Background: an optimization exercise with open tools, aiming at small area, a short achievable clock period and few clock cycles. Do not read the settings as production practice.
The RTL was checked by simulation tests, not by an equivalence proof against the original design.
No activity file was given, so power comes from the tool's default toggle rates.

==> flow/design.v (excerpt) <==
module ipdc_top (
	input  logic             i_clk,
	input  logic             i_rst_n,
	input  logic             i_op_valid,
	input  logic [2:0]       i_op_mode,
	input  logic             i_in_valid,
	input  ipdc_pkg::pixel_t i_in_data,
	output logic             o_in_ready,
	output logic             o_out_valid,
	output ipdc_pkg::pixel_t o_out_data
);
For scale: ~2800 cells after synthesis, roughly 1700 flip-flops, ~57 I/O pins.
clock: 5.5 ns
lec_check: 0
cap_margin: 20
core_margin: 2
core_utilization: 60
cts_buf_list: sky130_fd_sc_hd__clkbuf_16
cts_cluster_diameter: 50
cts_cluster_size: 30
place_density: 0.7
setup_slack_margin: 3.2
slew_margin: 20
run.sh (not shown) runs the stock make flow with config.mk's settings and CLKGATE_MAP_FILE= SYNTH_SCRIPT=/design/flow/synth_recipe.tcl, a recipe that flattens the netlist after the stock synthesis.
The baseline went through all stages and came out clean.
Testbench counts at the start, summed over its fixed seeds: cycles 6,749.
Rerun with:
--- a/flow/config.mk
+++ b/flow/config.mk
@@ -8,9 +8,9 @@
 export CAP_MARGIN = 20
 export CORE_MARGIN = 2
-export CORE_UTILIZATION = 60
+export CORE_UTILIZATION = 70
 export CTS_BUF_LIST = sky130_fd_sc_hd__clkbuf_16
 export CTS_CLUSTER_DIAMETER = 50
 export CTS_CLUSTER_SIZE = 30
-export PLACE_DENSITY = 0.7
+export PLACE_DENSITY = 0.8
 export SETUP_SLACK_MARGIN = 3.2
 export SLEW_MARGIN = 20
Result: Clock-buffer cell count is lower by 10; wire length is higher by 8.9%; global-route usage rose by 5.8 points; worst hold slack stays flat; clock skew went down by 0.0046 ns.

========
== v57 ==
ipdc_top, a different RTL version from the one above (not shown whole).
For scale: ~1700 flip-flops, ~57 I/O pins, about 0.043 sq mm of cells after synthesis.
Settings: LEC_CHECK=0, CAP_MARGIN=20, CORE_MARGIN=2, CORE_UTILIZATION=60, CTS_BUF_LIST=sky130_fd_sc_hd__clkbuf_16, CTS_CLUSTER_DIAMETER=55, CTS_CLUSTER_SIZE=34, PLACE_DENSITY=0.7, SETUP_SLACK_MARGIN=3.4, SLEW_MARGIN=20; clock period 5.5 ns.
Both conditions hold for v57: the flow ran to the end and the final layout passed the timing, design-rule and antenna checks.
Testbench counts of v57, summed over its fixed seeds: cycles 6,749.
#### Input delta (v11 over v57)
- swapping 34 for 32 in CTS_CLUSTER_SIZE
## What came out
Wire length of the first global-routing pass, v11 and v57: smaller value in v57. Against v57, v11 reports a area growth from synthesis to layout that is lower. v11 vs v57: number of signal-net buffers in the layout down by a few percent. When the final numbers for v11 and v57 were put side by side, the combinational fraction of design power turned out to be greater in v11. The higher cell area of v11 and v57 is in v57. On total power of the final layout, v11 and v57 are neck and neck. In terms of maximum frequency, v57 and v11 differ only marginally. Comparing v11 with v57, the post-route minimum period came out essentially unchanged. On clock transition at the registers of the reported paths, v57 tracks v11 almost exactly. v11 ended up with a lower share of total power in the clock network than v57 did.
What v12 does differently from v11 at the input level:
- CTS_CLUSTER_DIAMETER now 50, was 55
- CTS_BUF_LIST now sky130_fd_sc_hd__clkbuf_8 sky130_fd_sc_hd__clkbuf_16, was sky130_fd_sc_hd__clkbuf_16
- CTS_CLUSTER_SIZE now 24, was 32
==> comparison <==
v11 -> v12: number of top-level pins delta 0, exact match. Power dissipated by switching net loads (v12 vs. v11) increases slightly. Diff v12..v11 | synthesized cell count | unchanged. Diff v11 -> v12 | total design power | increase of about 4%. ~same sequential power in v12 and v11. v12 ran to completion and came out clean on the timing, design-rule and antenna checks.
--- input diff v12..v8 ---
- CTS_BUF_LIST now sky130_fd_sc_hd__clkbuf_16, was sky130_fd_sc_hd__clkbuf_8 sky130_fd_sc_hd__clkbuf_16
- CTS_CLUSTER_DIAMETER now 60, was 50
- CTS_CLUSTER_SIZE now 36, was 24
Notes after the runs:
- Compared with v12, v8 shows a area taken by multi-input logic gates that is 0.44% lower.
- Compared with v12, v8 ends up with less cell area.
- Synthesized area: v12 vs v8 identical
- Total power of v8 is lower than that of v12.
- Final-layout worst hold slack: v8 higher than v12

========
Starting RTL as in the previous note.
make LEC_CHECK=0 CAP_MARGIN=20 CORE_MARGIN=2 CORE_UTILIZATION=60 CTS_BUF_LIST=sky130_fd_sc_hd__clkbuf_16 CTS_CLUSTER_DIAMETER=50 CTS_CLUSTER_SIZE=40 PLACE_DENSITY=0.7 SETUP_SLACK_MARGIN=3.4 SLEW_MARGIN=20 finish   # period 5.5 ns
Testbench counts at the start, summed over its fixed seeds: cycles 6,749.
Edit:
- CTS_CLUSTER_DIAMETER: 50 -> 55
- CTS_CLUSTER_SIZE: 40 -> 32
- SETUP_SLACK_MARGIN: 3.4 -> 3.3
What happened: Via count barely changes. Cell count is lower slightly. Clock power is lower by roughly a tenth.

## re-timing with driven ports
No port has a modelled driver above. Below, the same layouts with a new extraction and two added sets of constraints.
Step 1 sets driving cells, clkbuf_16 on the clock port and buf_2 on the other inputs (assumed; they add their load-dependent delay and slew).
Step 2 also shifts input and output timing later by t, the mid clock arrival at the registers, as if the neighbouring blocks saw the same clock.
a / b / c = no drivers / after step 1 / after step 2; a / b = the first two.
run	t (ns)	slack for setup (ns)	worst hold slack (ns)	worst data-port slew with drivers (ns)	cell pins on the clock port's net
the first run of note 1	0.727	3.209 / 3.144 / 2.753	0.306 / 0.306 / 0.306	0.05	1
the second run of note 1	0.706	3.168 / 3.156 / 2.574	0.308 / 0.308 / 0.308	0.05	1
v57	0.720	3.283 / 3.220 / 2.882	0.304 / 0.304 / 0.304	0.08	1
v11	0.720	3.284 / 3.216 / 2.888	0.309 / 0.309 / 0.309	0.08	1
v12	0.740	3.266 / 3.203 / 2.715	0.297 / 0.297 / 0.297	0.08	1
v8	0.698	3.292 / 3.229 / 2.879	0.311 / 0.311 / 0.311	0.07	1
the first run of note 3	0.742	3.259 / 3.193 / 2.692	0.308 / 0.308 / 0.308	0.08	1
the second run of note 3	0.724	3.275 / 3.210 / 2.650	0.312 / 0.312 / 0.312	0.09	1
After both steps setup and hold are still met in every run listed. The setup slack of the second run of note 3, which loses most, moves by -0.065 ns with the drivers and by -0.625 ns with both steps.
